This is an optimization exercise on Yosys and OpenROAD, whose aim is small area, not a production implementation. In this exercise RTL edits were held to simulation tests only and were not proved equivalent to the original. Power figures rest on the tool's default switching activity, not on a simulated workload.

==> flow/design.v <==
`timescale 1ns/1ns
`default_nettype none
package cf_pkg;
   localparam int num_slots   = 2;
   localparam int instr_w     = 32;
   localparam int addr_w      = 32;
   localparam int reg_addr_w  = 5;
   localparam int queue_depth = 4;
   localparam int wb_delay    = 2;    
endpackage
`default_nettype wire
`timescale 1ns/1ns
`default_nettype none
module cf_checker_top (
   input  logic             clk,
   input  logic             reset_,
   input  logic             cf_enable,
   input  logic [2:1]       commit,
   input  logic [2:1][31:0] slot_instr,
   input  logic [2:1][31:0] slot_pc,
   input  logic [2:1][2:0]  slot_isize,
   input  logic [2:1]       slot_taken,
   input  logic [2:1]       slot_is_dup,
   input  logic [2:1]       slot_received_kill,
   input  logic             dut_branch_taken,
   input  logic             rf_write_en,
   input  logic [4:0]       rf_write_rd,
   input  logic [31:0]      rf_write_data,
   output logic             rf_lock,
   output logic             rf_unlock,
   output logic             check_done,
   output logic             err_cf_dest,
   output logic             err_no_orig,
   output logic             err_link
);
   logic [6:0]  op1, op2;
   logic        cf1, cf2, found, sel_v, push, save, any_commit, same;
   logic [31:0] ins;
   logic [31:1] pc;
   logic        isz, dup, taken, br, adj;
   logic [1:0]  code;
   assign op1 = slot_instr[1][6:0];
   assign op2 = slot_instr[2][6:0];
   assign cf1 = commit[1] && (op1 == 7'b1100011 || op1 == 7'b1101111 || op1 == 7'b1100111);
   assign cf2 = commit[2] && (op2 == 7'b1100011 || op2 == 7'b1101111 || op2 == 7'b1100111);
   assign found = cf1 || cf2;
   assign ins   = cf1 ? slot_instr[1]       : slot_instr[2];
   assign pc    = cf1 ? slot_pc[1][31:1]    : slot_pc[2][31:1];
   assign isz   = cf1 ? slot_isize[1][2]    : slot_isize[2][2];
   assign dup   = cf1 ? slot_is_dup[1]      : slot_is_dup[2];
   assign taken = dup ? (dut_branch_taken || (cf1 ? slot_received_kill[1] : slot_received_kill[2]))
                      : (cf1 ? slot_taken[1] : slot_taken[2]);
   assign sel_v      = cf_enable && found;
   assign push       = sel_v && !dup;
   assign save       = sel_v && dup;
   assign any_commit = |commit;
   assign same       = cf1 && commit[2];    
   assign br   = !ins[2];                   
   assign adj  = br && !taken;              
   assign code = br ? {1'b0, taken} : {1'b1, ins[3]};
   logic [31:1] pc0;
   logic        isz0, adj0, chk0;
   logic [4:0]  rd0;
   always_ff @(posedge clk) begin
      if (sel_v) begin
         pc0  <= pc;
         isz0 <= isz;
         adj0 <= adj;
      end
      rd0  <= ins[11:7];
      chk0 <= reset_ && sel_v && ins[2] && (ins[11:7] != 5'd0);
   end
   logic [31:1] link0, base0;
   logic [31:2] ci;    
   always_comb begin
      logic [31:2] a;
      a[2] = isz0 || pc0[1];
      for (int i = 3; i <= 31; i++)
         a[i] = pc0[i-1];
      for (int l = 1; l < 32; l = l * 2)
         for (int j = 2 * l - 1; j < 30; j = j + 2 * l)
            a[j+2] = a[j+2] && a[j+2-l];
      for (int l = 8; l >= 1; l = l / 2)
         for (int j = 3 * l - 1; j < 30; j = j + 2 * l)
            a[j+2] = a[j+2] && a[j+2-l];
      ci = a;
      link0[1] = pc0[1] ^ !isz0;
      for (int i = 2; i <= 31; i++)
         link0[i] = pc0[i] ^ ci[i];
   end
   assign base0 = adj0 ? link0 : pc0;
   logic        chk1;
   logic [4:0]  rd1;
   logic [31:1] lk1;
   always_ff @(posedge clk) begin
      chk1 <= reset_ && chk0;
      rd1  <= rd0;
      lk1  <= link0;
   end
   assign rf_lock   = chk1 && rf_write_en && (rf_write_rd != 5'd0);
   assign rf_unlock = rf_write_en && !rf_lock;
   always_ff @(posedge clk) begin
      err_link <= reset_ && chk1 &&
                  (!rf_write_en || (rf_write_rd != rd1) || (rf_write_data != {lk1, 1'b0}));
   end
   logic [26:0] q_ins [0:3];
   logic [31:1] q_off [0:3];
   logic [2:0]  hp, tp;
   logic        pend, dpend, held, pm;
   logic [31:1] np;
   logic        empty, compare, pop, wr_off;
   logic [1:0]  nw, ha;
   logic [31:1] m, d;
   assign empty   = hp == tp;
   assign compare = held && any_commit;
   assign pop     = compare && !empty;
   assign wr_off  = (pend && any_commit) || dpend;
   assign nw      = tp[1:0] - 2'd1;
   assign ha      = hp[1:0] + {1'b0, pop};
   assign m       = dpend ? np : slot_pc[1][31:1];
   always_comb begin
      logic [31:0] g, p, gg, pp;
      g[0] = 1'b1;    
      p[0] = 1'b0;
      for (int i = 1; i <= 31; i++) begin
         g[i] = m[i] && !base0[i];
         p[i] = m[i] ^ !base0[i];
      end
      gg = g;
      pp = p;
      for (int l = 1; l < 32; l = l * 2)
         for (int i = 2 * l - 1; i < 32; i = i + 2 * l) begin
            gg[i] = gg[i] || (pp[i] && gg[i-l]);
            pp[i] = pp[i] && pp[i-l];
         end
      for (int l = 8; l >= 1; l = l / 2)
         for (int i = 3 * l - 1; i < 32; i = i + 2 * l) begin
            gg[i] = gg[i] || (pp[i] && gg[i-l]);
            pp[i] = pp[i] && pp[i-l];
         end
      for (int i = 1; i <= 31; i++)
         d[i] = p[i] ^ gg[i-1];
   end
   always_ff @(posedge clk) begin
      for (int i = 0; i < 4; i++) begin
         if (push && tp[1:0] == 2'(i))
            q_ins[i] <= {ins[31:7], code};
         if (wr_off && nw == 2'(i))
            q_off[i] <= d;
      end
      np <= slot_pc[2][31:1];
      if (save)
         pm <= q_ins[ha] != {ins[31:7], code};
   end
   always_ff @(posedge clk) begin
      if (!reset_) begin
         tp    <= '0;
         hp    <= '0;
         pend  <= 1'b0;
         dpend <= 1'b0;
         held  <= 1'b0;
      end else begin
         tp    <= tp + {2'd0, push};
         hp    <= hp + {2'd0, pop};
         pend  <= push ? !same : (pend && !any_commit);
         dpend <= push && same;
         held  <= save || (held && !any_commit);
      end
   end
   always_ff @(posedge clk) begin
      check_done  <= reset_ && compare;
      err_no_orig <= reset_ && compare && empty;
      err_cf_dest <= reset_ && compare && !empty && (pm || (d != q_off[hp[1:0]]));
   end
endmodule
`default_nettype wire
==> flow/flow/run.sh <==
#!/bin/bash
# Standard ORFS layout; the port buffers use the smallest buffer cell, clock
# tree synthesis adds no dummy loads.
set -euo pipefail
export BUFFER_PORTS_ARGS="-buffer_cell sky130_fd_sc_hd__buf_1"
export CTS_ARGS="-sink_clustering_enable -repair_clock_nets -sink_clustering_size 30 -sink_clustering_max_diameter 80 -dont_use_dummy_load"
bash standard.sh finish > standard.log 2>&1
==> flow/standard.sh <==
#!/bin/bash
# synth_recipe.tcl (not shown) runs the flow's synth.tcl, then flattens the netlist and writes it again
# the make line also repeats each setting of config.mk as NAME=value (left out here)
make -C /OpenROAD-flow-scripts/flow DESIGN_CONFIG=/design/flow/config.mk WORK_HOME=/design/flow/orfs CLKGATE_MAP_FILE= SYNTH_SCRIPT=/design/flow/synth_recipe.tcl "${@:-finish}"
==> flow/config.mk <==
export PLATFORM = sky130hd
export DESIGN_NAME = cf_checker_top
export DESIGN_NICKNAME = cf_checker_top
export VERILOG_FILES = /design/flow/design.v
export SDC_FILE = /design/flow/constraint.sdc
export NUM_CORES = 4
export LEC_CHECK = 0
export CAP_MARGIN = 20
export CORE_MARGIN = 2
export CORE_UTILIZATION = 70
export CTS_CLUSTER_DIAMETER = 80
export CTS_CLUSTER_SIZE = 30
export SLEW_MARGIN = 20
==> flow/constraint.sdc <==
create_clock -name core_clock -period 8.0 [get_ports {clk}]
set_input_delay 1.6000 -clock core_clock [delete_from_list [all_inputs] [get_ports {clk}]]
set_output_delay 1.6000 -clock core_clock [all_outputs]
set_load 0.01 [all_outputs]
==> reports/qor.csv, run 1 <==
metric,value,unit
status,timing/DRC/antenna clean,
drc,0,
finalWirelength,31500,um
cts_htree_levels,1,
hold_violations,0,
drv_cap,0,
register_area,9730,um2
slowest_stage,xnor2_1,
routedWlPerCell,21.2,um
yosys_warnings,3,
drtIter0Drc,659,
r2r_start,pc0[1]$_DFFE_PP_,
final_common_cell,edfxtp_1,
finClkSkew,0.0454,ns
syn_avg_cell_area,15.7,um2
fillCellCount,1374,
io_pins,190,
r2r_setup_slack,1.32,ns
ctsResizeCount,0,
ctsLongestPathBuffers,3,
period_minus_slack,6.68,ns
rows,55,
routed_via_density,5.90,
grt_overflow,0,
crit_path_max_fanout,5,
instances_no_fill,1486,
track_usage,0.267,
power_density,180,nW/um2
crit_type,reg2reg,
ys.flop_type,edfxtp_1,
slowest_delay,0.56,ns
die_area,23900,um2
r2r_cells,27,
grt_max_degree,66,
grt_pass1_vias,8895,
drt_pass1_iterations,5,
die_h,155,um
synth_seq_cells,353,
start_kind,register,
holdPathStages,0,
cts_buffers,16,
slew_viol_final,0,
start_util,0.708,
synthArstFlopShare,0,
ys_seq_area_frac,0.612,
clock-sinks,353,
synth_cells,1014,
end_kind,register,
layout_common_cells,"edfxtp_1 (266), buf_1 (183), xnor2_1 (111), dfxtp_1 (85), mux2_2 (70)",
hold_path_class,reg2reg,
gp_congestion,0.859,
p_seq_frac,0.642,
die_w,155,um
hpwl,22300,um
slew_headroom,0.336,
clkLatencyLatePin,0.52,ns
clock.fmax,0.150,GHz
combPwrFrac,0.079,
io_buffers,183,
synth_edf_count,266,
clk_pin_slew,0.11,ns
r2r_end,err_cf_dest$_DFF_P_,
whs,0.341,ns
fin_crit_sh,0.835,
post-place-cells,1468,
multi_input_comb_area,5860,um2
peakVddDrop,0.170,mV
yosysUniqueCellTypes,52,
switching_share,0.212,
cp.required,8.39,ns
hold_start,rd0[4]$_DFF_P_,
synthesis.nets,1262,
worstMarginPinSlew,0.994,ns
switchingPower,662,uW
setup_viol,0,
antenna_left,0,
antenna_found_initial,2,
num_vias,8762,
cts_setup_buffers,0,
grt_pass1_wl,48300,um
p_leak,5.97,nW
drive_above_1_share,0.149,
min_to,rd1[4]$_DFF_P_,
core-area,22400,um2
power_frac_clock,0.279,
cts_tree,built,
ctsHoldBuffers,0,
rsz0062_at_grt,no,
synth_area,15900,um2
arrival,7.07,ns
final_nets,1449,
intPower,2.46,mW
syn2layout_area_growth,9.34,%
fin_tns_setup,0,ns
ctsRootBufferMaster,clkbuf_16,
cell families (layout without fill, tap and decap cells):
logic type | count (synthesis) | count (layout) | share of synthesized area
XOR/XNOR | 145 | 145 | 0.0804
AO/OA/AOI/OAI | 49 | 49 | 0.0199
AND/OR/NAND/NOR | 150 | 150 | 0.0536
buffers and inverters | 90 | 275 | 0.0225
adder cells (fa/ha/maj) | 64 | 64 | 0.0575
other | 0 | 2 | 0
flip-flops | 353 | 353 | 0.612
multiplexers | 163 | 163 | 0.154
metrics by stage:
step | setup slack [ns] | util | total power, mW | cell area, um2
5_1_grt | 0.614 | 0.775 | 3.23 | 17400
2_1_floorplan | 1.97 | - | 2.19 | 15900
3_3_place_gp | 1.40 | 0.756 | 2.28 | 17000
6_report | 1.32 | 0.775 | 3.13 | 17400
3_5_place_dp | 1.36 | 0.756 | 2.29 | 17000
4_1_cts | 1.32 | 0.774 | 3.14 | 17400
synth_stat cells (6+ instances only):
| master | number | area [um2] |
|---|---|---|
| and3_1 | 6 | 37.5 |
| buf_1 | 7 | 26.3 |
| xnor2_1 | 111 | 972 |
| a21o_1 | 6 | 45.0 |
| xor2_1 | 33 | 289 |
| edfxtp_1 | 266 | 7990 |
| clkbuf_1 | 9 | 33.8 |
| a21oi_1 | 18 | 90.1 |
| and2_1 | 9 | 56.3 |
| nand2b_1 | 11 | 68.8 |
| ha_1 | 49 | 613 |
| nor3_1 | 10 | 50.1 |
| nand3_1 | 6 | 30.0 |
| inv_1 | 62 | 233 |
| mux2_2 | 70 | 788 |
| o21ai_0 | 7 | 35.0 |
| dfxtp_1 | 87 | 1740 |
| nor4_1 | 10 | 62.6 |
| nand4_1 | 21 | 131 |
| fa_1 | 15 | 300 |
| mux4_2 | 58 | 1310 |
| mux2i_1 | 35 | 350 |
| buf_2 | 10 | 50.1 |
| nand2_1 | 35 | 131 |
| nor2_1 | 23 | 86.3 |
state kept, by name, indices dropped and copies added (netlist names):
signal / count
adj0: 1
check_done: 1
chk0: 1
chk1: 1
dpend: 1
err_cf_dest: 1
err_link: 1
err_no_orig: 1
held: 1
hp: 3
isz0: 1
lk1: 31
np: 31
pc0: 31
pend: 1
pm: 1
q_ins: 108
q_off: 124
rd0: 5
rd1: 5
tp: 3
worst max-delay path by stage:
stage                           startpoint               endpoint  slack, ns  cells after the start
final                     pc0[1]$_DFFE_PP_    err_cf_dest$_DFF_P_       1.32                     27
after CTS                 pc0[1]$_DFFE_PP_    err_cf_dest$_DFF_P_       1.32                     27
after global placement    pc0[1]$_DFFE_PP_    err_cf_dest$_DFF_P_       1.40                     27
after floorplan              slot_instr[4]  q_ins[0][0]$_DFFE_PP_       1.97                      8
after global routing      pc0[1]$_DFFE_PP_    err_cf_dest$_DFF_P_       0.61                     27
after detailed placement  pc0[1]$_DFFE_PP_    err_cf_dest$_DFF_P_       1.36                     27
worst max-delay path, delay by kind of cell (launching register included):
family	cells	cell delay (ns)
flops	1	0.33
xor+xnor	3	0.98
compound gates	7	1.74
fa+ha+maj	5	1.37
simple gates	8	1.86
buf+inv	4	0.29
power by group through the flow:
stage	logic, mW	registers [mW]	clock network (mW)
floorplan	0.145	2.04	0
global placement	0.236	2.05	0
detailed placement	0.243	2.05	0
CTS	0.246	2.01	0.892
global route	0.270	2.01	0.950
finish	0.246	2.01	0.873
final cells by class:
type,count,share of cell area
Sequential cell,353,0.560
Antenna cell,2,0.000288
Multi-Input combinational cell,571,0.337
Tap cell,285,0.0205
Inverter,62,0.0134
Clock buffer,16,0.0230
Timing Repair Buffer,197,0.0456
metal layers:
metal | wire length, um | GRT usage
met1 | 13900 | 0.391
met2 | 15400 | 0.441
met3 | 1640 | 0.0305
met4 | 619 | 0.0582
met5 | 0 | 0
==> run 2: changes to the inputs <==
==> flow/flow/run.sh (replaced) <==
#!/bin/bash
# Standard ORFS layout with these changes:
#  * synthesis is the standard flow's script with an area-oriented ABC mapping script
#    (flow/synth_area.tcl, flow/area.script); registers are mapped as usual;
#  * the port buffers use the smallest buffer cell;
#  * clock tree synthesis clusters up to 30 sinks
#    sinks and adds no dummy loads.
set -euo pipefail
export BUFFER_PORTS_ARGS="-buffer_cell sky130_fd_sc_hd__buf_1"
export CTS_ARGS="-sink_clustering_enable -repair_clock_nets -sink_clustering_size 30 -sink_clustering_max_diameter 80 -dont_use_dummy_load"
bash standard.sh SYNTH_SCRIPT="$PWD/flow/synth_area.tcl" finish > standard.log 2>&1
==> flow/flow/area.script (new file) <==
&get -n
&st
&dch -x
&nf -a -R 1000
&put
==> flow/flow/synth_area.tcl (new file) <==
# The standard flow's synthesis script (synth_recipe.tcl), with ABC's mapping script replaced by area.script
# (beside this file).
set area_script [file join [file dirname [file normalize [info script]]] area.script]
proc synth {args} { yosys synth -nofsm -noshare {*}$args }
proc abc {args} {
  set i [lsearch -exact $args -script]
  if { $i >= 0 } { lset args [expr { $i + 1 }] $::area_script }
  yosys abc {*}$args
}
source $::env(SCRIPTS_DIR)/synth.tcl
# left out here: clear keep_hierarchy, flatten, clean up, hide names made inside functions, write 1_2_yosys.v
--- a/flow/config.mk
+++ b/flow/config.mk
@@ -9,5 +9,3 @@
 export CORE_MARGIN = 2
 export CORE_UTILIZATION = 70
-export CTS_CLUSTER_DIAMETER = 80
-export CTS_CLUSTER_SIZE = 30
 export SLEW_MARGIN = 20
==> run 2 against run 1 <==
  * Non-clock buffer count up 3
  * Final area down 2.5%
  * Sequential share of layout area up 1.4 points
  * Critical endpoint unchanged
  * Total power down 0.83%
  * Synthesized cell count up 7.6%
  * Core utilization up 0.90 points
  * Largest power group unchanged
  * Combinational power down about 10%
  * First-iteration DRC count up 18%
  * Synthesized area down 3.7%
  * Highest routed layer unchanged
==> reports/qor.csv, run 2 <==
metric,value,unit,change
status,timing/DRC/antenna clean,,unchanged
crit_type,in2reg,,was reg2reg
largestRegisters,"q_off x124, q_ins x108",,unchanged
cts_buffers,16,,unchanged
end_kind,register,,unchanged
clock-sinks,353,,unchanged
largest_reg_flops,124,,unchanged
post-place-cells,1571,,was 1468
die_area,23100,um2,was 23900 um2
yosys_warnings,3,,unchanged
r2r_end,err_cf_dest$_DFF_P_,,unchanged
final_core_util,0.784,,was 0.775
synthArstFlopShare,0,,unchanged
synth_seq_cells,353,,unchanged
dp_slack,0.375,ns,was 1.36 ns
hold_path_class,reg2reg,,unchanged
grt_pass1_vias,9746,,was 8895
io_buffers,183,,unchanged
synth-simple-area-share,0.0766,,was 0.0536
synthesis.nets,1339,,was 1262
hold_violations,0,,unchanged
crit_path_max_fanout,2,,was 5
slew_viol_final,0,,unchanged
antennaDiodeCount,0,,was 2
worstMarginPinSlew,0.997,ns,was 0.994 ns
ctsRootBufferMaster,clkbuf_16,,unchanged
yosys-top-cells-area,"edfxtp_1 (52%), dfxtp_1 (11%), mux2_1 (5.3%)",,"was edfxtp_1 (50%), dfxtp_1 (11%), mux4_2 (8.2%)"
clock.fmax,0.141,GHz,was 0.150 GHz
fin_crit_sh,0.890,,was 0.835
finClkSkew,0.0519,ns,was 0.0454 ns
r2r_start,pc0[1]$_DFFE_PP_,,unchanged
syn_avg_cell_area,14.0,um2,was 15.7 um2
instances_no_fill,1587,,was 1486
final_common_cell,edfxtp_1,,unchanged
die_w,152,um,was 155 um
grt_pass1_wl,49700,um,was 48300 um
synth_xor_area_frac,0.0710,,was 0.0804
r2r_setup_slack,1.00,ns,was 1.32 ns
antenna_found_initial,0,,was 2
io_pins,190,,unchanged
layout_setup_ws,0.884,ns,was 1.32 ns
cts_htree_levels,1,,unchanged
routedWlPerCell,19.8,um,was 21.2 um
min_to,rd1[1]$_DFF_P_,,was rd1[4]$_DFF_P_
synth_top_family_by_area,multiplexers,,unchanged
cp.required,8.40,ns,was 8.39 ns
start_util,0.708,,about the same
synthAdderAreaFrac,0.0597,,was 0.0575
rsz0062_at_grt,no,,unchanged
arrival,7.51,ns,was 7.07 ns
power_density,183,nW/um2,was 180 nW/um2
setup_viol,0,,unchanged
ctsResizeCount,0,,unchanged
hold_start,rd0[1]$_DFF_P_,,was rd0[4]$_DFF_P_
routed_via_density,6.01,,was 5.90
track_usage,0.270,,was 0.267
fin_tns_setup,0,ns,unchanged
holdPathStages,0,,unchanged
core-area,21600,um2,was 22400 um2
layout_common_cells,"edfxtp_1 (266), buf_1 (183), nand2_1 (144), dfxtp_1 (86), xnor2_1 (79)",,"was edfxtp_1 (266), buf_1 (183), xnor2_1 (111), dfxtp_1 (85), mux2_2 (70)"
multi_input_comb_area,5380,um2,was 5860 um2
regMostFlops,q_off,,unchanged
whs,0.337,ns,was 0.341 ns
clkLatencyLatePin,0.51,ns,was 0.52 ns
register_area,9730,um2,about the same
gp_congestion,0.794,,was 0.859
synth_top_area_cell,edfxtp_1,,unchanged
ys.flop_type,edfxtp_1,,unchanged
grt_overflow,0,,unchanged
start_kind,input port,,was register
cts_tree,built,,unchanged
cts_setup_buffers,0,,unchanged
drv_cap,0,,unchanged
rows,54,,was 55
yosysUniqueCellTypes,37,,was 52
drt_pass1_iterations,6,,was 5
ctsLongestPathBuffers,3,,unchanged
synth_cells,1091,,was 1014
antenna_left,0,,unchanged
synth_edf_count,266,,unchanged
period_minus_slack,7.12,ns,was 6.68 ns
syn2layout_area_growth,10.7,%,was 9.34%
clk_pin_slew,0.10,ns,was 0.11 ns
synthTopCellsByCount,"edfxtp_1 (266), nand2_1 (144), dfxtp_1 (87), xnor2_1 (79), mux2_1 (72)",,"was edfxtp_1 (266), xnor2_1 (111), dfxtp_1 (87), mux2_2 (70), inv_1 (62)"
place_area,16500,um2,was 17000 um2
synthMuxAreaShare,0.0772,,was 0.154
fillCellCount,1358,,was 1374
stdcell_area,16900,um2,was 17400 um2
finalWirelength,31500,um,about the same
final_nets,1557,,was 1449
grt_max_degree,65,,was 66
slew_headroom,0.335,,was 0.336
drtIter0Drc,775,,was 659
die_h,152,um,was 155 um
p_total,3.10,mW,was 3.13 mW
synth_area,15300,um2,was 15900 um2
ys_seq_area_frac,0.636,,was 0.612
p_leak,5.99,nW,was 5.97 nW
synth_most_common_cell,edfxtp_1,,unchanged
synth_compound_area_frac,0.0623,,was 0.0199
num_vias,9541,,was 8762
hpwl,20700,um,was 22300 um
drc,0,,unchanged
drive_above_1_share,0.0360,,was 0.149
synth_top_area_share,0.522,,was 0.503
r2r_cells,34,,was 27
ctsHoldBuffers,0,,unchanged
peakVddDrop,0.173,mV,was 0.170 mV
[run 2: cell count changes after synthesis, moves of 9 or more]
cell and delta:
a222oi_1 +58, and2_1 -9, and3_1 +9, buf_2 -10, clkbuf_1 -9, clkinv_1 +70, inv_1 -62, mux2_1 +72
mux2_2 -70, mux4_2 -58, nand2_1 +109, o21a_1 +17, xnor2_1 -32, xor2_1 +12
[run 2: final cells by class]
class,count,area share
Clock buffer,16,0.0236
Inverter,70,0.0155
Multi-Input combinational cell,668,0.318
Sequential cell,353,0.574
Tap cell,280,0.0207
Timing Repair Buffer,200,0.0481
[run 2: worst max-delay path by stage]
stage | slack [ns] | cells past startpoint | end | startpoint
2_1_floorplan | 0.74 | 5 | q_ins[0][0]$_DFFE_PP_ | slot_instr[4]
3_3_place_gp | 0.56 | 25 | err_cf_dest$_DFF_P_ | slot_pc[3]
3_5_place_dp | 0.38 | 26 | err_cf_dest$_DFF_P_ | slot_pc[2]
4_1_cts | 0.83 | 26 | err_cf_dest$_DFF_P_ | slot_pc[2]
5_1_grt | 0.22 | 26 | err_cf_dest$_DFF_P_ | slot_pc[2]
6_report | 0.88 | 26 | err_cf_dest$_DFF_P_ | slot_pc[2]
[run 2: logic make-up after synthesis]
kind of cell | after synthesis
AND/OR/NAND/NOR | 258
buffers and inverters | 70
AO/OA/AOI/OAI | 113
adder cells (fa/ha/maj) | 64
multiplexers | 109
flip-flops | 353
XOR/XNOR | 124
[run 2: metal layers]
metal / routed length [um] / global-route usage / vias to the layer above
met2: 15600 / 0.465 / 350
met5: 0 / 0 / -
met4: 596 / 0.0587 / 0
met3: 2170 / 0.0391 / 39
met1: 13100 / 0.373 / 4655
li1: - / - / 4497
[run 2: power by group]
| group | switching, mW | internal (mW) |
|---|---|---|
| Clock | 0.510 | 0.362 |
| Sequential | 0.00615 | 2.00 |
| Combinational | 0.129 | 0.0922 |
[run 2: critical path, stage by stage]
cell,delay [ns]
buf_1,0.08
mux2i_1,0.24
clkinv_1,0.12
ha_1,0.28
nand2_1,0.06
nor2_1,0.04
a211oi_1,0.39
o21a_1,0.25
nor2_1,0.06
a211oi_1,0.29
o31ai_1,0.24
a21oi_1,0.35
nor2_1,0.09
a211oi_1,0.42
o21a_1,0.23
o31a_1,0.18
nor2_1,0.07
a211oi_1,0.40
nor2_1,0.08
a211oi_1,0.47
fa_1,0.54
xnor2_1,0.16
nor4_1,0.35
nand4_1,0.16
nand3b_1,0.18
o21ba_1,0.18
==> run 3: changes to the inputs <==
==> flow/flow/run.sh (replaced) <==
#!/bin/bash
# Standard ORFS layout with these changes:
#  * synthesis is the standard flow's script with an area-oriented ABC mapping script
#    (flow/synth_area.tcl, flow/area.script); registers are mapped as usual;
#  * the port buffers use the smallest buffer cell;
#  * clock tree synthesis clusters up to 30
#    sinks and adds no dummy loads.
set -euo pipefail
export BUFFER_PORTS_ARGS="-buffer_cell sky130_fd_sc_hd__buf_1"
export CTS_ARGS="-sink_clustering_enable -repair_clock_nets -sink_clustering_size 30 -sink_clustering_max_diameter 80 -dont_use_dummy_load"
bash standard.sh SYNTH_SCRIPT="$PWD/flow/synth_area.tcl" ADDER_MAP_FILE= finish > standard.log 2>&1
==> run 3 against run 2 <==
  * Sequential power about the same
  * Global-route usage is 0.79 points higher
  * Still clean on timing, DRC and antenna
  * Clock skew fell by 0.0067 ns
  * Flip-flop and latch count is the same
  * Register-to-register slack worse by 0.12 ns
  * Non-clock buffer count increased by 1
  * Critical endpoint unchanged
  * Synthesized area shrank 1.1%
  * Critical path depth grew 4
  * Cell count grew 0.95%
  * Maximum frequency is essentially flat
  * Synthesized cell count grew 1.6%
==> reports/qor.csv, run 3 <==
metric,value,unit,change
track_usage,0.278,,was 0.270
clock.fmax,0.140,GHz,was 0.141 GHz
grt_overflow,0,,unchanged
period_minus_slack,7.12,ns,about the same
antenna_left,0,,unchanged
largest_reg_flops,124,,unchanged
hold_path_class,reg2reg,,unchanged
die_h,151,um,was 152 um
setup_viol,0,,unchanged
drive_above_1_share,0.0347,,was 0.0360
place_area,16400,um2,was 16500 um2
gp_congestion,0.825,,was 0.794
yosys_warnings,3,,unchanged
end_kind,register,,unchanged
power_frac_clock,0.281,,about the same
drv_cap,0,,unchanged
rsz0062_at_grt,no,,unchanged
syn_avg_cell_area,13.6,um2,was 14.0 um2
peakVddDrop,0.180,mV,was 0.173 mV
synthesis.nets,1293,,was 1339
crit_type,reg2reg,,was in2reg
die_w,151,um,was 152 um
syn2layout_area_growth,10.8,%,was 10.7%
crit_path_max_fanout,6,,was 2
stdcell_area,16800,um2,was 16900 um2
ctsRootBufferMaster,clkbuf_16,,unchanged
slew_viol_final,0,,unchanged
rows,53,,was 54
fin_tns_setup,0,ns,unchanged
grt_pass1_vias,9431,,was 9746
finalWirelength,31600,um,was 31500 um
crit_top_cell,nor2_1,,
p_leak,5.63,nW,was 5.99 nW
yosysUniqueCellTypes,45,,was 37
ys_seq_area_frac,0.643,,was 0.636
arrival,7.53,ns,was 7.51 ns
worstMarginPinSlew,1.13,ns,was 0.997 ns
grt_pass1_wl,47900,um,was 49700 um
power_density,184,nW/um2,was 183 nW/um2
synth_top_area_share,0.528,,was 0.522
instances_no_fill,1602,,was 1587
ctsLongestPathBuffers,3,,unchanged
r2r_setup_slack,0.88,ns,was 1.00 ns
yosys-top-cells-area,"edfxtp_1 (53%), dfxtp_1 (12%), xnor2_1 (5.6%)",,"was edfxtp_1 (52%), dfxtp_1 (11%), mux2_1 (5.3%)"
largestRegisters,"q_off x124, q_ins x108",,unchanged
cts_tree,built,,unchanged
num_vias,9595,,was 9541
post-place-cells,1585,,was 1571
switchingPower,640,uW,was 645 uW
fin_crit_sh,0.890,,about the same
slowest_delay,0.66,ns,was 0.54 ns
cts_setup_buffers,0,,unchanged
clkLatencyLatePin,0.51,ns,about the same
io_buffers,183,,unchanged
io_pins,190,,unchanged
drtIter0Drc,853,,was 775
combPwrFrac,0.070,,was 0.071
synth_area,15100,um2,was 15300 um2
cts_buffers,16,,unchanged
fillCellCount,1324,,was 1358
ctsHoldBuffers,0,,unchanged
grt_max_degree,41,,was 65
final_common_cell,edfxtp_1,,unchanged
routed_via_density,5.99,,was 6.01
final_nets,1512,,was 1557
hpwl,21300,um,was 20700 um
switching_share,0.207,,was 0.208
start_util,0.715,,was 0.708
antenna_found_initial,1,,was 0
synth_top_area_cell,edfxtp_1,,unchanged
ys.flop_type,edfxtp_1,,unchanged
slew_headroom,0.244,,was 0.335
synth_edf_count,266,,unchanged
core-area,21200,um2,was 21600 um2
cts_htree_levels,1,,unchanged
start_kind,register,,was input port
slowest_stage,o41ai_1,,was fa_1
p_seq_frac,0.649,,was 0.647
layout_common_cells,"edfxtp_1 (266), buf_1 (183), nand2_1 (108), xnor2_1 (96)",,"was edfxtp_1 (266), buf_1 (183), nand2_1 (144), dfxtp_1 (86), xnor2_1 (79)"
synthArstFlopShare,0,,unchanged
ctsResizeCount,0,,unchanged
intPower,2.45,mW,about the same
status,timing/DRC/antenna clean,,unchanged
clk_pin_slew,0.11,ns,was 0.10 ns
hold_violations,0,,unchanged
regMostFlops,q_off,,unchanged
die_area,22800,um2,was 23100 um2
cp.required,8.41,ns,was 8.40 ns
drt_pass1_iterations,9,,was 6
routedWlPerCell,19.7,um,was 19.8 um
clock-sinks,353,,unchanged
finClkSkew,0.0452,ns,was 0.0519 ns
synth_cells,1109,,was 1091
synthTopCellsByCount,"edfxtp_1 (266), nand2_1 (108), xnor2_1 (96), dfxtp_1 (87), xor2_1 (86)",,"was edfxtp_1 (266), nand2_1 (144), dfxtp_1 (87), xnor2_1 (79), mux2_1 (72)"
synth_seq_cells,353,,unchanged
drc,0,,unchanged
synth_most_common_cell,edfxtp_1,,unchanged
run 3: path summary, 6_finish.rpt:
kind | from | endpoint | cells after the start
worst min register to register | rd0[2]$_DFF_P_ | rd1[2]$_DFF_P_ | 0
worst max-delay path | pc0[1]$_DFFE_PP_ | err_cf_dest$_DFF_P_ | 30
worst max register to register | pc0[1]$_DFFE_PP_ | err_cf_dest$_DFF_P_ | 30
worst min-delay path | rd0[2]$_DFF_P_ | rd1[2]$_DFF_P_ | 0
run 3: per-layer routing:
metal,GRT usage,routed length (um),vias to the layer above,part of all wire
met4,0.0706,653,0,0.021
met3,0.0373,2260,47,0.072
li1,-,-,4570,-
met2,0.460,15100,369,0.48
met1,0.397,13600,4609,0.43
met5,0,0,-,0
run 3: cell families after synthesis:
| logic type | share of synthesized area |
|---|---|
| AO/OA/AOI/OAI | 0.0722 |
| adder cells (fa/ha/maj) | 0.00728 |
| AND/OR/NAND/NOR | 0.0808 |
| XOR/XNOR | 0.105 |
| flip-flops | 0.643 |
| buffers and inverters | 0.0119 |
| multiplexers | 0.0797 |
run 3: area by class of cell:
class,count,area [um2],area share
timing repair buffer,201,822,0.0490
antenna,1,2.50,0.000149
tap,275,344,0.0205
multi-input combinational,708,5290,0.315
sequential,353,9730,0.580
clock buffer,16,400,0.0239
inverter,48,180,0.0107
run 3: power groups by stage:
stage / clock network [mW] / logic, mW / registers (mW)
finish: 0.866 / 0.217 / 2.01
global route: 0.935 / 0.240 / 2.01
CTS: 0.875 / 0.216 / 2.01
detailed placement: 0 / 0.215 / 2.05
global placement: 0 / 0.206 / 2.05
floorplan: 0 / 0.138 / 2.05
run 3: through the flow:
stage	total power [mW]	worst slack, ns	hold slack, ns	utilization
6_report	3.09	0.878	0.338	0.793
5_1_grt	3.18	0.192	0.349	0.793
4_1_cts	3.10	0.883	0.336	0.793
3_5_place_dp	2.26	1.01	0.312	0.774
3_3_place_gp	2.25	1.24	0.311	0.774
2_1_floorplan	2.18	0.796	0.310	-
run 3: worst max-delay path, delay by kind of cell (launching register included):
kind,cells,cell delay (ns)
AOI/OAI and AO/OA,7,1.70
xor gates and xnor gates,4,0.95
buffers and inverters,2,0.29
DFF,1,0.44
and+or+nand+nor,17,3.62
==> run 4: changes to the inputs <==
==> flow/flow/run.sh (replaced) <==
#!/bin/bash
# Standard ORFS layout with these changes:
#  * synthesis is the standard flow's script with an area-oriented ABC mapping script
#    (flow/synth_area.tcl, flow/area.script); registers are mapped as usual;
#  * the port buffers use the smallest buffer cell;
#  * clock tree synthesis uses clkbuf_8 leaf buffers in clusters of up to 20
#    sinks and adds no dummy loads.
set -euo pipefail
export BUFFER_PORTS_ARGS="-buffer_cell sky130_fd_sc_hd__buf_1"
export CTS_ARGS="-sink_clustering_enable -repair_clock_nets -sink_clustering_size 20 -sink_clustering_max_diameter 60 -buf_list sky130_fd_sc_hd__clkbuf_8 -root_buf sky130_fd_sc_hd__clkbuf_16 -dont_use_dummy_load"
bash standard.sh SYNTH_SCRIPT="$PWD/flow/synth_area.tcl" finish > standard.log 2>&1
==> run 4 against run 3 <==
  * Total power down 0.91%
  * Non-clock buffer count shrank 1
  * Critical path type is now in2reg
  * Maximum frequency rose by 0.27%
  * Critical path depth decreased by 4
  * Final area up 0.90%
==> reports/qor.csv, run 4 <==
metric,value,unit,change
slowest_stage,fa_1,,was o41ai_1
ctsLongestPathBuffers,3,,unchanged
ys.flop_type,edfxtp_1,,unchanged
min_to,rd1[4]$_DFF_P_,,was rd1[2]$_DFF_P_
routedWlPerCell,19.8,um,was 19.7 um
drt_pass1_iterations,6,,was 9
gp_congestion,0.794,,was 0.825
drtIter0Drc,839,,was 853
multi_input_comb_area,5380,um2,was 5290 um2
synth_edf_count,266,,unchanged
syn2layout_area_growth,10.6,%,was 10.8%
num_vias,9577,,was 9595
die_w,152,um,was 151 um
synth_cells,1091,,was 1109
drv_cap,0,,unchanged
hold_path_class,reg2reg,,unchanged
synth_seq_cells,353,,unchanged
ctsResizeCount,0,,unchanged
antenna_left,0,,unchanged
fillCellCount,1360,,was 1324
cts_tree,built,,unchanged
r2r_setup_slack,0.98,ns,was 0.88 ns
r2r_end,err_cf_dest$_DFF_P_,,unchanged
antennaDiodeCount,0,,was 1
rsz0062_at_grt,no,,unchanged
fin_tns_setup,0,ns,unchanged
final_nets,1566,,was 1512
io_pins,190,,unchanged
final_common_cell,edfxtp_1,,unchanged
ys_seq_area_frac,0.636,,was 0.643
finalWirelength,31500,um,was 31600 um
wl_met3,2270,um,was 2260 um
clock-sinks,353,,unchanged
grt_max_degree,65,,was 41
hpwl,20700,um,was 21300 um
crit_path_max_fanout,2,,was 6
setup_viol,0,,unchanged
p_leak,5.99,nW,was 5.63 nW
clock.fmax,0.141,GHz,was 0.140 GHz
ctsHoldBuffers,0,,unchanged
cts_htree_levels,1,,unchanged
drc,0,,unchanged
grt_overflow,0,,unchanged
r2r_cells,34,,was 30
r2r_start,pc0[1]$_DFFE_PP_,,unchanged
highest_layer,met4,,unchanged
arrival,7.51,ns,was 7.53 ns
layout_setup_ws,0.897,ns,was 0.878 ns
synth_top_family_by_area,multiplexers,,was XOR/XNOR gates
largestRegisters,"q_off x124, q_ins x108",,unchanged
cts_setup_buffers,0,,unchanged
grt_pass1_wl,49700,um,was 47900 um
rows,54,,was 53
syn_avg_cell_area,14.0,um2,was 13.6 um2
register_area,9730,um2,unchanged
grt_pass1_vias,9716,,was 9431
period_minus_slack,7.10,ns,was 7.12 ns
wl_met2,15500,um,was 15100 um
synthAdderAreaFrac,0.0597,,was 0.00728
yosysUniqueCellTypes,37,,was 45
wl_met1,13200,um,was 13600 um
synth_compound_area_frac,0.0623,,was 0.0722
start_kind,input port,,was register
synthArstFlopShare,0,,unchanged
layout_common_cells,"edfxtp_1 (266), buf_1 (183), nand2_1 (144), dfxtp_1 (86), xnor2_1 (79)",,"was edfxtp_1 (266), buf_1 (183), nand2_1 (108), xnor2_1 (96)"
slew_headroom,0.335,,was 0.244
synthTopCellsByCount,"edfxtp_1 (266), nand2_1 (144), dfxtp_1 (87), xnor2_1 (79), mux2_1 (72)",,"was edfxtp_1 (266), nand2_1 (108), xnor2_1 (96), dfxtp_1 (87), xor2_1 (86)"
crit_type,in2reg,,was reg2reg
peakVddDrop,0.154,mV,was 0.180 mV
synth_xor_area_frac,0.0710,,was 0.105
slew_viol_final,0,,unchanged
fin_crit_sh,0.888,,was 0.890
core-area,21600,um2,was 21200 um2
end_kind,register,,unchanged
whs,0.338,ns,about the same
synthMuxAreaShare,0.0772,,was 0.0797
synth-simple-area-share,0.0766,,was 0.0808
worstMarginPinSlew,0.998,ns,was 1.13 ns
cp.required,8.41,ns,about the same
hold_start,rd0[4]$_DFF_P_,,was rd0[2]$_DFF_P_
finClkSkew,0.0658,ns,was 0.0452 ns
synth_top_area_share,0.522,,was 0.528
holdPathStages,0,,unchanged
largest_reg_flops,124,,unchanged
slowest_delay,0.53,ns,was 0.66 ns
power_density,181,nW/um2,was 184 nW/um2
synthesis.nets,1339,,was 1293
cts_buffers,25,,was 16
status,timing/DRC/antenna clean,,unchanged
antenna_found_initial,0,,was 1
ctsRootBufferMaster,clkbuf_16,,unchanged
dp_slack,0.375,ns,was 1.01 ns
start_util,0.708,,was 0.715
synth_area,15300,um2,was 15100 um2
synth_top_area_cell,edfxtp_1,,unchanged
synth_most_common_cell,edfxtp_1,,unchanged
die_area,23100,um2,was 22800 um2
track_usage,0.270,,was 0.278
drive_above_1_share,0.0426,,was 0.0347
yosys_warnings,3,,unchanged
io_buffers,183,,unchanged
yosys-top-cells-area,"edfxtp_1 (52%), dfxtp_1 (11%), mux2_1 (5.3%)",,"was edfxtp_1 (53%), dfxtp_1 (12%), xnor2_1 (5.6%)"
regMostFlops,q_off,,unchanged
routed_via_density,6.00,,was 5.99
clkLatencyLatePin,0.52,ns,was 0.51 ns
hold_violations,0,,unchanged
clk_pin_slew,0.11,ns,about the same
die_h,152,um,was 151 um
-- run 4: cell types whose count changed after synthesis, moves of 10 or more --
| cell | previous run | this run |
|---|---|---|
| xor2_1 | 86 | 45 |
| a22o_1 | 21 | 0 |
| nand2_1 | 108 | 144 |
| clkinv_1 | 48 | 70 |
| fa_1 | 0 | 15 |
| a222oi_1 | 31 | 58 |
| a221oi_1 | 20 | 0 |
| ha_1 | 0 | 49 |
| o21ai_0 | 18 | 2 |
| o21a_1 | 2 | 20 |
| maj3_1 | 11 | 0 |
| xnor2_1 | 96 | 79 |
| a21oi_1 | 28 | 18 |
| nor2_1 | 52 | 30 |
-- run 4: worst max path at each step --
stage | to | slack (ns) | cells after the start | from
after floorplan | q_ins[0][0]$_DFFE_PP_ | 0.74 | 5 | slot_instr[4]
after global placement | err_cf_dest$_DFF_P_ | 0.56 | 25 | slot_pc[3]
after detailed placement | err_cf_dest$_DFF_P_ | 0.38 | 26 | slot_pc[2]
after CTS | err_cf_dest$_DFF_P_ | 0.88 | 26 | slot_pc[2]
after global routing | err_cf_dest$_DFF_P_ | 0.27 | 26 | slot_pc[2]
final | err_cf_dest$_DFF_P_ | 0.90 | 26 | slot_pc[2]
-- run 4: where the power goes --
part           internal [mW]  switching [mW]  total, mW  leakage (nW)
logic                 0.0922           0.128      0.220          2.67
clock network          0.316           0.518      0.834         0.195
registers               2.00         0.00612       2.01          3.12
total                   2.41           0.652       3.06          5.99
-- run 4: metal layers --
layer,track usage,vias up
met1,0.375,4666
met5,0,-
met4,0.0587,0
met2,0.460,359
met3,0.0414,39
li1,-,4513
-- run 4: layout make-up --
type | count | share of cell area
timing repair buffer | 200 | 0.0481
multi-input combinational | 668 | 0.318
tap | 280 | 0.0207
clock buffer | 25 | 0.0223
inverter | 70 | 0.0155
sequential | 353 | 0.575
-- run 4: logic make-up after synthesis --
logic type / Yosys count
flip-flops: 353
AND/OR/NAND/NOR: 258
buffers and inverters: 70
multiplexers: 109
adder cells (fa/ha/maj): 64
XOR/XNOR: 124
AO/OA/AOI/OAI: 113
-- run 4: worst max-delay path, delay by kind of cell --
family	cells	cell delay, ns
compound gates	11	3.39
xor+xnor	1	0.16
simple gates	9	1.10
mux	1	0.24
fa+ha+maj	2	0.81
buf+inv	2	0.20
-- run 4: through the flow --
stage	utilization	power (mW)	cells	area [um2]
finish	0.782	3.06	1596	16900
global route	0.782	3.16	1596	16900
CTS	0.782	3.07	1596	16900
detailed placement	0.765	2.27	1571	16500
global placement	0.765	2.26	1571	16500
floorplan	-	2.18	1091	15300
==> run 5: changes to the inputs <==
==> flow/flow/run.sh (replaced) <==
#!/bin/bash
# Standard ORFS layout with these changes:
#  * synthesis is the standard flow's script with an area-oriented ABC mapping script
#    (flow/synth_area.tcl, flow/area.script); registers are mapped as usual;
#  * the port buffers use the smallest buffer cell;
#  * clock tree synthesis uses clkbuf_8 leaf buffers in clusters of up to 16
#    sinks and adds no dummy loads.
set -euo pipefail
export BUFFER_PORTS_ARGS="-buffer_cell sky130_fd_sc_hd__buf_1"
export CTS_ARGS="-sink_clustering_enable -repair_clock_nets -sink_clustering_size 16 -sink_clustering_max_diameter 50 -buf_list sky130_fd_sc_hd__clkbuf_8 -root_buf sky130_fd_sc_hd__clkbuf_16 -dont_use_dummy_load"
bash standard.sh SYNTH_SCRIPT="$PWD/flow/synth_area.tcl" finish > standard.log 2>&1
==> run 5 against run 4 <==
  * Core utilization grew 0.80 points
  * Routed wire length grew 0.86%
  * Non-clock buffer count stayed put
  * Maximum frequency shrank 0.13%
  * Sequential share of layout area shrank 0.59 points
  * Flip-flop and latch count unchanged
  * Final area grew 1.0%
  * Synthesized area is the same
  * Synthesized cell count is the same
==> reports/qor.csv, run 5 <==
metric,value,unit,change
rows,54,,unchanged
yosysUniqueCellTypes,37,,unchanged
synth_top_area_cell,edfxtp_1,,unchanged
switching_share,0.211,,was 0.213
p_leak,6.08,nW,was 5.99 nW
synth_top_area_share,0.522,,unchanged
cp.required,8.37,ns,was 8.41 ns
drive_above_1_share,0.0505,,was 0.0426
synthArstFlopShare,0,,unchanged
drv_cap,0,,unchanged
highest_layer,met4,,unchanged
intPower,2.55,mW,was 2.41 mW
drc,0,,unchanged
cts_htree_levels,2,,was 1
status,timing/DRC/antenna clean,,unchanged
r2r_end,err_cf_dest$_DFF_P_,,unchanged
synth_area,15300,um2,unchanged
hold_path_class,reg2reg,,unchanged
arrival,7.49,ns,was 7.51 ns
grt_overflow,0,,unchanged
grt_pass1_vias,9837,,was 9716
track_usage,0.275,,was 0.270
final_core_util,0.791,,was 0.782
wl_met1,13200,um,about the same
fin_tns_setup,0,ns,unchanged
grt_max_degree,65,,unchanged
finClkSkew,0.0395,ns,was 0.0658 ns
p_seq_frac,0.620,,was 0.655
antennaDiodeCount,0,,unchanged
ctsResizeCount,0,,unchanged
hpwl,20700,um,unchanged
antenna_left,0,,unchanged
slowest_delay,0.52,ns,was 0.53 ns
slowest_stage,fa_1,,unchanged
final_nets,1577,,was 1566
yosys-top-cells-area,"edfxtp_1 (52%), dfxtp_1 (11%), mux2_1 (5.3%)",,unchanged
final_common_cell,edfxtp_1,,unchanged
synth_most_common_cell,edfxtp_1,,unchanged
ctsLongestPathBuffers,3,,unchanged
ys.flop_type,edfxtp_1,,unchanged
r2r_start,pc0[1]$_DFFE_PP_,,unchanged
start_util,0.708,,unchanged
cts_buffers,36,,was 25
antenna_found_initial,0,,unchanged
period_minus_slack,7.11,ns,was 7.10 ns
min_to,rd1[4]$_DFF_P_,,unchanged
setup_viol,0,,unchanged
dp_slack,0.375,ns,unchanged
r2r_cells,34,,unchanged
rsz0062_at_grt,no,,unchanged
grt_pass1_wl,50100,um,was 49700 um
gp_congestion,0.794,,unchanged
switchingPower,683,uW,was 652 uW
cts_tree,built,,unchanged
syn_avg_cell_area,14.0,um2,unchanged
slew_headroom,0.334,,was 0.335
power_density,189,nW/um2,was 181 nW/um2
slew_viol_final,0,,unchanged
worstMarginPinSlew,0.999,ns,was 0.998 ns
die_area,23100,um2,unchanged
finalWirelength,31800,um,was 31500 um
ctsHoldBuffers,0,,unchanged
register_area,9730,um2,unchanged
synthesis.nets,1339,,unchanged
hold_start,rd0[4]$_DFF_P_,,unchanged
clock.fmax,0.141,GHz,about the same
fillCellCount,1342,,was 1360
crit_path_max_fanout,2,,unchanged
synth_cells,1091,,unchanged
yosys_warnings,3,,unchanged
layout_setup_ws,0.888,ns,was 0.897 ns
syn2layout_area_growth,11.7,%,was 10.6%
cts_setup_buffers,0,,unchanged
start_kind,input port,,unchanged
routed_via_density,6.00,,about the same
largestRegisters,"q_off x124, q_ins x108",,unchanged
drtIter0Drc,876,,was 839
layout_common_cells,"edfxtp_1 (266), buf_1 (183), nand2_1 (144), dfxtp_1 (86), xnor2_1 (79)",,unchanged
synth_edf_count,266,,unchanged
cp_top_family,compound AO/OA/AOI/OAI gates,,unchanged
power_frac_clock,0.312,,was 0.273
multi_input_comb_area,5380,um2,unchanged
ys_seq_area_frac,0.636,,unchanged
die_h,152,um,unchanged
io_buffers,183,,unchanged
fin_crit_sh,0.889,,was 0.888
wl_met3,2400,um,was 2270 um
num_vias,9639,,was 9577
holdPathStages,0,,unchanged
worstPathBufferInverterCount,2,,unchanged
place_area,16500,um2,unchanged
r2r_setup_slack,0.97,ns,was 0.98 ns
regMostFlops,q_off,,unchanged
stdcell_area,17100,um2,was 16900 um2
synthTopCellsByCount,"edfxtp_1 (266), nand2_1 (144), dfxtp_1 (87), xnor2_1 (79), mux2_1 (72)",,unchanged
die_w,152,um,unchanged
wl_met2,15700,um,was 15500 um
core-area,21600,um2,unchanged
clk_pin_slew,0.09,ns,was 0.11 ns
drt_pass1_iterations,5,,was 6
ctsRootBufferMaster,clkbuf_16,,unchanged
crit_type,in2reg,,unchanged
end_kind,register,,unchanged
combPwrFrac,0.068,,was 0.072
routedWlPerCell,19.8,um,about the same
largest_reg_flops,124,,unchanged
synth_seq_cells,353,,unchanged
clkLatencyLatePin,0.49,ns,was 0.52 ns
p_total,3.23,mW,was 3.06 mW
peakVddDrop,0.139,mV,was 0.154 mV
hold_violations,0,,unchanged
io_pins,190,,unchanged
clock-sinks,353,,unchanged
## run 5: layout make-up
class / count / share of cell area
clock buffers: 36 / 0.0323
flip-flops and latches: 353 / 0.569
multi-input cells: 668 / 0.315
repair buffers: 200 / 0.0477
inverters: 70 / 0.0154
well taps: 280 / 0.0205
## run 5: logic make-up after synthesis
kind of cell    share of synthesized area
flops                               0.636
simple gates                       0.0766
xor+xnor                           0.0710
compound gates                     0.0623
mux                                0.0772
buf+inv                            0.0172
fa+ha+maj                          0.0597
## run 5: worst max-delay path by stage
stage / end / slack (ns) / depth (start not counted) / startpoint
2_1_floorplan: q_ins[0][0]$_DFFE_PP_ / 0.74 / 5 / slot_instr[4]
4_1_cts: err_cf_dest$_DFF_P_ / 0.85 / 26 / slot_pc[2]
5_1_grt: err_cf_dest$_DFF_P_ / 0.24 / 26 / slot_pc[2]
3_3_place_gp: err_cf_dest$_DFF_P_ / 0.56 / 25 / slot_pc[3]
6_report: err_cf_dest$_DFF_P_ / 0.89 / 26 / slot_pc[2]
3_5_place_dp: err_cf_dest$_DFF_P_ / 0.38 / 26 / slot_pc[2]
## run 5: power groups by stage
stage	clock, mW	sequential, mW	combinational, mW
5_1_grt	1.08	2.01	0.246
3_5_place_dp	0	2.05	0.218
4_1_cts	1.03	2.01	0.221
2_1_floorplan	0	2.05	0.136
3_3_place_gp	0	2.05	0.210
6_report	1.01	2.01	0.221
## run 5: layer usage
layer	GRT usage	vias to the layer above
met5	0	-
li1	-	4537
met1	0.374	4672
met2	0.467	386
met4	0.0717	0
met3	0.0459	44
## run 5: through the flow
stage,hold WS [ns],instances
after floorplan,0.310,1091
after global placement,0.310,1571
after detailed placement,0.315,1571
after CTS,0.327,1607
after global routing,0.343,1607
final,0.327,1607
## run 5: worst reg2reg max path, delay by kind of cell (launching register included)
family                   cells  cell delay [ns]
AND/OR/NAND/NOR             17             2.89
XOR/XNOR                     2             0.31
adder cells (fa/ha/maj)      5             1.36
flip-flops                   1             0.40
AO/OA/AOI/OAI                6             1.65
buffers and inverters        4             0.30
==> run 6: changes to the inputs <==
==> flow/flow/run.sh (replaced) <==
#!/bin/bash
# Standard ORFS layout with these changes:
#  * synthesis is the standard flow's script with an area-oriented ABC mapping script
#    (flow/synth_area.tcl, flow/area.script), and adders are left to ABC as
#    plain gates (no ADDER_MAP_FILE); registers are mapped as usual;
#  * the port buffers use the smallest buffer cell;
#  * clock tree synthesis clusters up to 30 sinks and adds no dummy loads.
set -euo pipefail
export BUFFER_PORTS_ARGS="-buffer_cell sky130_fd_sc_hd__buf_1"
export CTS_ARGS="-sink_clustering_enable -repair_clock_nets -sink_clustering_size 30 -sink_clustering_max_diameter 80 -dont_use_dummy_load"
bash standard.sh SYNTH_SCRIPT="$PWD/flow/synth_area.tcl" ADDER_MAP_FILE= finish > standard.log 2>&1
--- a/flow/config.mk
+++ b/flow/config.mk
@@ -6,6 +6,6 @@
 export NUM_CORES = 4
 export LEC_CHECK = 0
-export CAP_MARGIN = 20
+export CAP_MARGIN = 5
 export CORE_MARGIN = 2
 export CORE_UTILIZATION = 70
-export SLEW_MARGIN = 20
+export SLEW_MARGIN = 5
==> run 6 against run 5 <==
  * First-iteration DRC count is 2.6% lower
  * Critical endpoint unchanged
  * Clock skew is 0.0057 ns higher
  * Count of clock-buffer cells in the layout is 20 lower
  * Die area is 1.0% lower
  * Synthesized area is 1.1% lower
  * Synthesized cell count is 1.6% higher
  * Register-to-register slack worse by 0.09 ns
  * Hold slack better by 0.011 ns
  * Flip-flop and latch count stayed put
  * Critical path depth is 4 higher
  * Total power is 4.5% lower
  * Via count is 0.46% lower
==> reports/qor.csv, run 6 <==
metric,value,unit,change
grt_max_degree,41,,was 65
yosys-top-cells-area,"edfxtp_1 (53%), dfxtp_1 (12%), xnor2_1 (5.6%)",,"was edfxtp_1 (52%), dfxtp_1 (11%), mux2_1 (5.3%)"
io_pins,190,,unchanged
period_minus_slack,7.12,ns,was 7.11 ns
hpwl,21300,um,was 20700 um
num_vias,9595,,was 9639
dp_slack,1.01,ns,was 0.375 ns
routed_via_density,5.99,,was 6.00
hold_start,rd0[2]$_DFF_P_,,was rd0[4]$_DFF_P_
r2r_start,pc0[1]$_DFFE_PP_,,unchanged
final_core_util,0.793,,was 0.791
p_leak,5.63,nW,was 6.08 nW
drt_pass1_iterations,9,,was 5
die_area,22800,um2,was 23100 um2
largestRegisters,"q_off x124, q_ins x108",,unchanged
cp.required,8.41,ns,was 8.37 ns
yosys_warnings,3,,unchanged
hold_path_class,reg2reg,,unchanged
ys.flop_type,edfxtp_1,,unchanged
layout_common_cells,"edfxtp_1 (266), buf_1 (183), nand2_1 (108), xnor2_1 (96)",,"was edfxtp_1 (266), buf_1 (183), nand2_1 (144), dfxtp_1 (86), xnor2_1 (79)"
syn_avg_cell_area,13.6,um2,was 14.0 um2
ctsResizeCount,0,,unchanged
min_to,rd1[2]$_DFF_P_,,was rd1[4]$_DFF_P_
end_kind,register,,unchanged
ctsLongestPathBuffers,3,,unchanged
status,timing/DRC/antenna clean,,unchanged
startpoint,pc0[1]$_DFFE_PP_,,was slot_pc[2]
regMostFlops,q_off,,unchanged
synthArstFlopShare,0,,unchanged
final_common_cell,edfxtp_1,,unchanged
syn2layout_area_growth,10.8,%,was 11.7%
crit_path_max_fanout,6,,was 2
finClkSkew,0.0452,ns,was 0.0395 ns
clk_pin_slew,0.11,ns,was 0.09 ns
instances_no_fill,1602,,was 1607
place_area,16400,um2,was 16500 um2
grt_pass1_vias,9431,,was 9837
grt_overflow,0,,unchanged
die_w,151,um,was 152 um
clock.fmax,0.140,GHz,was 0.141 GHz
ys_seq_area_frac,0.643,,was 0.636
gp_congestion,0.825,,was 0.794
antenna_found_initial,1,,was 0
drive_above_1_share,0.0347,,was 0.0505
p_total,3.09,mW,was 3.23 mW
layout_setup_ws,0.878,ns,was 0.888 ns
start_kind,register,,was input port
holdPathStages,0,,unchanged
arrival,7.53,ns,was 7.49 ns
core-area,21200,um2,was 21600 um2
fillCellCount,1324,,was 1342
worstMarginPinSlew,1.13,ns,was 0.999 ns
fin_tns_setup,0,ns,unchanged
clock-sinks,353,,unchanged
synth_most_common_cell,edfxtp_1,,unchanged
post-place-cells,1585,,was 1571
power_density,184,nW/um2,was 189 nW/um2
slowest_stage,o41ai_1,,was fa_1
setup_viol,0,,unchanged
synth_top_area_cell,edfxtp_1,,unchanged
synth_cells,1109,,was 1091
cts_tree,built,,unchanged
drc,0,,unchanged
r2r_setup_slack,0.88,ns,was 0.97 ns
synth_seq_cells,353,,unchanged
die_h,151,um,was 152 um
start_util,0.715,,was 0.708
grt_pass1_wl,47900,um,was 50100 um
io_buffers,183,,unchanged
crit_type,reg2reg,,was in2reg
rows,53,,was 54
hold_violations,0,,unchanged
fin_crit_sh,0.890,,was 0.889
ctsHoldBuffers,0,,unchanged
rsz0062_at_grt,no,,unchanged
drv_cap,0,,unchanged
synth_top_area_share,0.528,,was 0.522
track_usage,0.278,,was 0.275
final_nets,1512,,was 1577
stdcell_area,16800,um2,was 17100 um2
cts_htree_levels,1,,was 2
synthTopCellsByCount,"edfxtp_1 (266), nand2_1 (108), xnor2_1 (96), dfxtp_1 (87), xor2_1 (86)",,"was edfxtp_1 (266), nand2_1 (144), dfxtp_1 (87), xnor2_1 (79), mux2_1 (72)"
crit_top_cell,nor2_1,,
clkLatencyLatePin,0.51,ns,was 0.49 ns
synth_area,15100,um2,was 15300 um2
slew_headroom,0.244,,was 0.334
r2r_end,err_cf_dest$_DFF_P_,,unchanged
largest_reg_flops,124,,unchanged
cts_setup_buffers,0,,unchanged
whs,0.338,ns,was 0.327 ns
ctsRootBufferMaster,clkbuf_16,,unchanged
drtIter0Drc,853,,was 876
peakVddDrop,0.180,mV,was 0.139 mV
slew_viol_final,0,,unchanged
yosysUniqueCellTypes,45,,was 37
finalWirelength,31600,um,was 31800 um
r2r_cells,30,,was 34
cts_buffers,16,,was 36
synth_edf_count,266,,unchanged
slowest_delay,0.66,ns,was 0.52 ns
routedWlPerCell,19.7,um,was 19.8 um
synthesis.nets,1293,,was 1339
antenna_left,0,,unchanged
## run 6: cell types whose count changed after synthesis, moves of 18 or more
| cell | delta |
|---|---|
| a221oi_1 | +20 |
| a222oi_1 | -27 |
| a22o_1 | +21 |
| clkinv_1 | -22 |
| ha_1 | -49 |
| nand2_1 | -36 |
| nor2_1 | +22 |
| o21a_1 | -18 |
| xor2_1 | +41 |
## run 6: cells by family (layout without fill, tap and decap cells)
| kind of cell | after synthesis | after routing | synth area share |
|---|---|---|---|
| XOR/XNOR | 182 | 182 | 0.105 |
| multiplexers | 112 | 112 | 0.0797 |
| flip-flops | 353 | 353 | 0.643 |
| other | 0 | 1 | 0 |
| buffers and inverters | 48 | 265 | 0.0119 |
| adder cells (fa/ha/maj) | 11 | 11 | 0.00728 |
| AND/OR/NAND/NOR | 261 | 261 | 0.0808 |
| AO/OA/AOI/OAI | 142 | 142 | 0.0722 |
## run 6: layout make-up
class                      instances  area [um2]  area share
clock buffer                      16         400      0.0239
antenna                            1        2.50    0.000149
sequential                       353        9730       0.580
multi-input combinational        708        5290       0.315
inverter                          48         180      0.0107
timing repair buffer             201         822      0.0490
tap                              275         344      0.0205
## run 6: power by group
group / internal, mW / switching [mW] / total, mW
Clock: 0.362 / 0.505 / 0.866
Sequential: 2.00 / 0.00614 / 2.01
Combinational: 0.0876 / 0.129 / 0.217
Total: 2.45 / 0.640 / 3.09
## run 6: how the worst max path moves through the flow
stage,cells after the start,endpoint
CTS,30,err_cf_dest$_DFF_P_
detailed placement,30,err_cf_dest$_DFF_P_
global route,30,err_cf_dest$_DFF_P_
floorplan,5,q_ins[0][0]$_DFFE_PP_
finish,30,err_cf_dest$_DFF_P_
global placement,30,err_cf_dest$_DFF_P_
## run 6: metal layers
layer,GRT usage,routed length (um),vias up
met3,0.0373,2260,47
met4,0.0706,653,0
met2,0.460,15100,369
li1,-,-,4570
met1,0.397,13600,4609
met5,0,0,-
## run 6: critical path, delay by kind of cell (launching register included)
kind,cells,cell delay (ns)
simple gates,17,3.62
compound gates,7,1.70
xor+xnor,4,0.95
flops,1,0.44
buf+inv,2,0.29
==> run 7: changes to the inputs <==
--- a/flow/config.mk
+++ b/flow/config.mk
@@ -6,6 +6,7 @@
 export NUM_CORES = 4
 export LEC_CHECK = 0
-export CAP_MARGIN = 5
+export CAP_MARGIN = 20
 export CORE_MARGIN = 2
 export CORE_UTILIZATION = 70
-export SLEW_MARGIN = 5
+export GPL_TIMING_DRIVEN = 0
+export SLEW_MARGIN = 20
==> run 7 against run 6 <==
  * Count of clock-buffer cells in the layout shrank 1
  * Maximum frequency shrank 1.7%
  * Total power shrank 0.64%
  * Non-clock buffer count up 9
  * Die area unchanged
  * Core utilization rose by 1.5 points
  * Largest cell class unchanged
==> reports/qor.csv, run 7 <==
metric,value,unit,change
status,timing/DRC/antenna clean,,unchanged
clk_pin_slew,0.11,ns,about the same
syn2layout_area_growth,12.9,%,was 10.8%
finClkSkew,0.0195,ns,was 0.0452 ns
whs,0.339,ns,was 0.338 ns
fillCellCount,1253,,was 1324
cts_htree_levels,1,,unchanged
crit_top_cell,nor2_1,,unchanged
start_kind,register,,unchanged
p_total,3.07,mW,was 3.09 mW
synth_top_area_share,0.528,,unchanged
antenna_found_initial,1,,unchanged
setup_viol,0,,unchanged
yosys_warnings,3,,unchanged
start_util,0.715,,unchanged
fin_crit_sh,0.906,,was 0.890
grt_pass1_vias,9715,,was 9431
r2r_end,err_cf_dest$_DFF_P_,,unchanged
rows,53,,unchanged
r2r_setup_slack,0.75,ns,was 0.88 ns
intPower,2.43,mW,was 2.45 mW
routedWlPerCell,20.2,um,was 19.7 um
largest_reg_flops,124,,unchanged
power_density,180,nW/um2,was 184 nW/um2
r2r_cells,28,,was 30
drt_pass1_iterations,6,,was 9
io_buffers,183,,unchanged
yosys-top-cells-area,"edfxtp_1 (53%), dfxtp_1 (12%), xnor2_1 (5.6%)",,unchanged
grt_max_degree,32,,was 41
instances_no_fill,1609,,was 1602
die_h,151,um,unchanged
die_area,22800,um2,unchanged
synth_cells,1109,,unchanged
core-area,21200,um2,unchanged
r2r_start,pc0[1]$_DFFE_PP_,,unchanged
ctsResizeCount,0,,unchanged
ctsRootBufferMaster,clkbuf_16,,unchanged
worstMarginPinSlew,0.885,ns,was 1.13 ns
p_leak,5.75,nW,was 5.63 nW
rsz0062_at_grt,no,,unchanged
synth_top_area_cell,edfxtp_1,,unchanged
p_seq_frac,0.654,,was 0.649
drc,0,,unchanged
min_to,rd1[4]$_DFF_P_,,was rd1[2]$_DFF_P_
synthTopCellsByCount,"edfxtp_1 (266), nand2_1 (108), xnor2_1 (96), dfxtp_1 (87), xor2_1 (86)",,unchanged
cts_setup_buffers,0,,unchanged
synthArstFlopShare,0,,unchanged
gp_congestion,0.768,,was 0.825
ys.flop_type,edfxtp_1,,unchanged
drive_above_1_share,0.0465,,was 0.0347
routed_via_density,6.11,,was 5.99
regMostFlops,q_off,,unchanged
holdPathStages,0,,unchanged
ctsLongestPathBuffers,3,,unchanged
clkLatencyLatePin,0.50,ns,was 0.51 ns
track_usage,0.289,,was 0.278
layout_setup_ws,0.752,ns,was 0.878 ns
antennaDiodeCount,0,,was 1
yosysUniqueCellTypes,45,,unchanged
ys_seq_area_frac,0.643,,unchanged
layout_common_cells,"edfxtp_1 (266), buf_1 (183), nand2_1 (108), xnor2_1 (96)",,unchanged
final_core_util,0.808,,was 0.793
grt_pass1_wl,50400,um,was 47900 um
arrival,7.62,ns,was 7.53 ns
switchingPower,640,uW,about the same
dp_slack,0.598,ns,was 1.01 ns
switching_share,0.209,,was 0.207
drtIter0Drc,967,,was 853
combPwrFrac,0.072,,was 0.070
crit_path_max_fanout,6,,unchanged
synthesis.nets,1293,,unchanged
final_common_cell,edfxtp_1,,unchanged
clock-sinks,353,,unchanged
hpwl,23500,um,was 21300 um
grt_overflow,0,,unchanged
clock.fmax,0.138,GHz,was 0.140 GHz
cts_tree,built,,unchanged
cts_buffers,15,,was 16
drv_cap,0,,unchanged
synth_edf_count,266,,unchanged
hold_path_class,reg2reg,,unchanged
largestRegisters,"q_off x124, q_ins x108",,unchanged
synth_area,15100,um2,unchanged
power_frac_clock,0.275,,was 0.281
die_w,151,um,unchanged
end_kind,register,,unchanged
cp.required,8.38,ns,was 8.41 ns
io_pins,190,,unchanged
ctsHoldBuffers,0,,unchanged
peakVddDrop,0.208,mV,was 0.180 mV
final_nets,1520,,was 1512
slowest_stage,o41ai_1,,unchanged
synth_seq_cells,353,,unchanged
post-place-cells,1594,,was 1585
finalWirelength,32500,um,was 31600 um
crit_type,reg2reg,,unchanged
syn_avg_cell_area,13.6,um2,unchanged
antenna_left,0,,unchanged
slew_headroom,0.407,,was 0.244
slew_viol_final,0,,unchanged
hold_start,rd0[4]$_DFF_P_,,was rd0[2]$_DFF_P_
synth_most_common_cell,edfxtp_1,,unchanged
hold_violations,0,,unchanged
period_minus_slack,7.25,ns,was 7.12 ns
num_vias,9824,,was 9595
slowest_delay,0.68,ns,was 0.66 ns
==> run 7: changes by cell type in the layout (fill, tap and decap cells not counted), moves of 2 or more <==
cell / previous run / this run
buf_4: 18 / 9
and2_1: 2 / 0
buf_16: 0 / 8
nor2_2: 2 / 0
and2_2: 0 / 3
nor2_4: 3 / 8
buf_8: 0 / 5
buf_12: 0 / 2
nor2_1: 47 / 44
buf_6: 0 / 3
==> run 7: cell type report <==
type,instances,area [um2],area share
timing repair buffer,210,1120,0.0657
multi-input combinational,708,5340,0.312
clock buffer,15,375,0.0220
inverter,48,180,0.0105
sequential,353,9730,0.569
tap,275,344,0.0201
==> run 7: cells by family after synthesis <==
| kind of cell | Yosys count | synth area share |
|---|---|---|
| and+or+nand+nor | 261 | 0.0808 |
| muxes | 112 | 0.0797 |
| AOI/OAI and AO/OA | 142 | 0.0722 |
| xor gates and xnor gates | 182 | 0.105 |
| buffers and inverters | 48 | 0.0119 |
| adders and majority gates | 11 | 0.00728 |
| DFF | 353 | 0.643 |
==> run 7: per-stage QoR <==
step	TNS, ns	instance area [um2]
after floorplan	0	15100
after global placement	-144.31	16200
after detailed placement	0	16700
after CTS	0	17100
after global routing	0	17100
final	0	17100
==> run 7: per-layer routing <==
layer | track usage | wire length [um]
met1 | 0.421 | 13700
met2 | 0.480 | 15800
met3 | 0.0295 | 2400
met4 | 0.0654 | 655
met5 | 0 | 0
==> run 7: critical path: cells and delay by family (launching register included) <==
family	cells	cell delay [ns]
XOR/XNOR	4	0.91
flip-flops	1	0.44
AO/OA/AOI/OAI	6	1.74
AND/OR/NAND/NOR	16	3.76
buffers and inverters	2	0.26
==> run 7: worst max-delay path by stage <==
| stage | startpoint | cells after the start | slack, ns | to |
|---|---|---|---|---|
| after floorplan | slot_instr[4] | 5 | 0.80 | q_ins[0][0]$_DFFE_PP_ |
| after global placement | slot_instr[4] | 6 | -2.18 | q_ins[0][12]$_DFFE_PP_ |
| after detailed placement | slot_pc[1] | 20 | 0.60 | err_cf_dest$_DFF_P_ |
| after CTS | pc0[1]$_DFFE_PP_ | 29 | 0.64 | err_cf_dest$_DFF_P_ |
| after global routing | pc0[1]$_DFFE_PP_ | 29 | 0.12 | err_cf_dest$_DFF_P_ |
| final | pc0[1]$_DFFE_PP_ | 28 | 0.75 | err_cf_dest$_DFF_P_ |
==> run 7: power by group through the flow <==
| stage | registers, mW | clock network, mW | logic, mW |
|---|---|---|---|
| detailed placement | 2.05 | 0 | 0.217 |
| global route | 2.01 | 0.915 | 0.244 |
| CTS | 2.01 | 0.851 | 0.219 |
| floorplan | 2.05 | 0 | 0.138 |
| finish | 2.01 | 0.843 | 0.220 |
| global placement | 2.05 | 0 | 0.205 |

static timing again, ports no longer ideal:
In the flow no input, the clock included, has a driving cell. The finished layouts below were timed again as built, in two steps. Step 1, drivers: a clkbuf_16 drives clk and a buf_2 each remaining input, both assumed. Step 2 moves the port delays by t, midway between the first and last clock arrival at a register: inputs arrive t later, outputs are due t later. That takes back most of the time a late clock gives input paths. a / b / c = ideal / step 1 / step 2; a / b = the first two.
run | t, ns | setup WS [ns] | worst data-port slew with drivers (ns)
run 1 | 0.541 | 1.323 / 1.323 / 1.323 | 0.09
run 2 | 0.532 | 0.884 / 0.909 / 0.378 | 0.06
run 3 | 0.536 | 0.878 / 0.878 / 0.878 | 0.08
run 4 | 0.532 | 0.897 / 0.924 / 0.392 | 0.06
run 5 | 0.521 | 0.888 / 0.914 / 0.393 | 0.06
run 6 | 0.536 | 0.878 / 0.878 / 0.878 | 0.08
run 7 | 0.532 | 0.752 / 0.752 / 0.752 | 0.06
After both steps every run listed still meets setup and hold. For run 2, which loses most, drivers alone change the setup slack by +0.025 ns; drivers and shift together by -0.506 ns.
